Context: an optimization exercise on an open-source flow, tuned for small area, a short achievable clock period and few clock cycles per item. The choices shown serve that exercise and are no tape-out recipe. Function was checked by simulation only, so behaviour that the tests miss may differ from the original. No activity file was given, so power comes from the tool's default toggle rates.

Design fft_bitrev_buf, start of the top module:
module fft_bitrev_buf
(
  input  logic clk,
  input  logic rst,
  input  logic din_vld,
  input  logic din_last,
  input  logic [9:0] din_re,
  input  logic [9:0] din_im,
  input  logic dout_rdy,
  output logic din_rdy,
  output logic dout_vld,
  output logic dout_last,
  output logic [5:0] dout_idx,
  output logic [9:0] dout_re,
  output logic [9:0] dout_im,
  output logic err_frame
);
  function automatic logic [5:0] bitrev(input logic [5:0] v);
    logic [5:0] r;
    for (int i = 0; i < 6; i++)
      r[i] = v[5-i];
    bitrev = r;
  endfunction
  function automatic logic [7:0] onehot3(input logic [2:0] v);
    onehot3 = 8'd1 << v;
  endfunction
  function automatic logic [5:0] rd_slot(input logic p, input logic [5:0] c);
    rd_slot = p ? c : bitrev(c);
  endfunction
  logic [19:0] in_data;     
  logic        in_vld;
  logic [5:0]  wr_cnt;      
  logic        wr_par;      
  logic        free_q;      
  logic        rdy_q;       
  logic        in_free;     
  logic [5:0]  rd_cnt;      
  logic        rd_par;      
  logic [7:0]  rd_hi;       
  logic [7:0]  rd_lo_a;     
  logic [7:0]  rd_lo_b;     
  logic [1:0]  n_full;      
  logic        vld_q;
  logic [19:0] out_data;
  ...
==> flow/config.mk <==
export PLATFORM = sky130hd
export DESIGN_NAME = fft_bitrev_buf
export DESIGN_NICKNAME = fft_bitrev_buf
export VERILOG_FILES = /design/flow/design.v
export SDC_FILE = /design/flow/constraint.sdc
export NUM_CORES = 4
export LEC_CHECK = 0
export CAP_MARGIN = 20
export CORE_MARGIN = 2
export CORE_UTILIZATION = 55
export CTS_BUF_LIST = sky130_fd_sc_hd__clkbuf_16
export CTS_CLUSTER_DIAMETER = 80
export CTS_CLUSTER_SIZE = 25
export GPL_ROUTABILITY_DRIVEN = 0
export SETUP_SLACK_MARGIN = 4.0
export SLEW_MARGIN = 20
export SYNTH_HIERARCHICAL = 1
==> flow/constraint.sdc <==
create_clock -name core_clock -period 6.5 [get_ports {clk}]
set_input_delay 1.3000 -clock core_clock [delete_from_list [all_inputs] [get_ports {clk}]]
set_output_delay 1.3000 -clock core_clock [all_outputs]
set_load 0.01 [all_outputs]
run.sh (not shown) runs the stock make flow with config.mk's settings and CLKGATE_MAP_FILE= SYNTH_SCRIPT=/design/flow/synth_recipe.tcl, a recipe that flattens the netlist after the stock synthesis.
Testbench counts at the start, summed over its fixed seeds: cycles 19,909, samples 16,384.
Change:
- GPL_ROUTABILITY_DRIVEN: 0 -> not set
- TNS_END_PERCENT: not set -> 10
Result:
- The new run produced a clean layout
- synthesized area is unchanged
- worst setup slack got worse by 86 ps
- power stays flat
- flip-flop and latch count stays the same
- wire length climbs by about 1.6%
Change:
- TNS_END_PERCENT: 10 -> not set
Outcome: The changed run passed the timing, DRC and antenna checks; non-clock buffer count shrinks by 6; sequential power barely changes; total power barely changes; global-route usage is lower by 0.36 points; core utilization came out higher by 0.18 points; fmax grows by 3.4%; synthesized area stays the same.
Change:
- SETUP_SLACK_MARGIN: 4.0 -> 4.1
Wire length increases by a few percent.
Synthesized area is unchanged.
Die area is unchanged.
Clock power goes up by a few percent.
Via count goes up by a few percent.
Hold slack improved by 8.7 ps.
Final area climbs slightly.
Core utilization is higher by 1.1 points.
Register-to-register slack is better by 30 ps.
Total power goes up slightly.
Sequential share of layout area drops by 0.95 points.
Change:
- SETUP_SLACK_MARGIN: 4.1 -> 3.9
Cell count is lower by 0.76%.
Power came out lower by 0.80%.
Worst setup slack is worse by 110 ps.
Die area is unchanged.
Maximum frequency went down by about 4.3%.
First-iteration DRC count came out lower by 3.3%.
Final area went down by 2.2%.
Combinational power drops by about 3%.
Clock-buffer cell count shrinks by 1.
Wire length decreases by 4.4%.
Clock skew falls by 4.4 ps.
Change:
- PLACE_DENSITY: not set -> 0.8
- SETUP_SLACK_MARGIN: 3.9 -> 4.0
The new run completed without violations.
Die area does not change.
Critical path depth is unchanged.
Via count came out higher by 2.2%.
Total power came out lower by 0.92%.
Count of clock-buffer cells in the layout came out lower by 3.
Sequential power hardly moves.

[afterwards: timing with drivers on the ports]
Ports are ideal in the flow. The routed layouts listed here were re-timed in OpenROAD. Step 1 sets driving cells, clkbuf_16 on the clock port and buf_2 on the other inputs (assumed; they add their load-dependent delay and slew). Step 2 adds t to the input delays and takes it off the output delays; t is the mean of the earliest and latest rising clock arrival at the registers after step 1. Input paths then give back, and output paths get back, about the clock's delay inside the block. Slacks: ideal / step 1 / step 2; pairs: ideal / step 1.
run | shift t [ns] | setup WS [ns] | slew at the worst register clock pin (ns) | worst data-port slew with drivers (ns) | pins driven straight from the clock port
the first run | 0.752 | 3.941 / 3.903 / 3.371 | 0.10 / 0.10 | 0.04 | 1
the second run | 0.749 | 3.855 / 3.836 / 3.605 | 0.11 / 0.11 | 0.03 | 1
the third run | 0.752 | 3.941 / 3.903 / 3.371 | 0.10 / 0.10 | 0.04 | 1
the fourth run | 0.750 | 3.975 / 3.904 / 3.484 | 0.11 / 0.11 | 0.04 | 1
the fifth run | 0.747 | 3.863 / 3.849 / 3.571 | 0.10 / 0.10 | 0.03 | 1
the sixth run | 0.726 | 3.904 / 3.904 / 3.403 | 0.10 / 0.10 | 0.04 | 1
After both steps setup and hold are still met in every run listed.
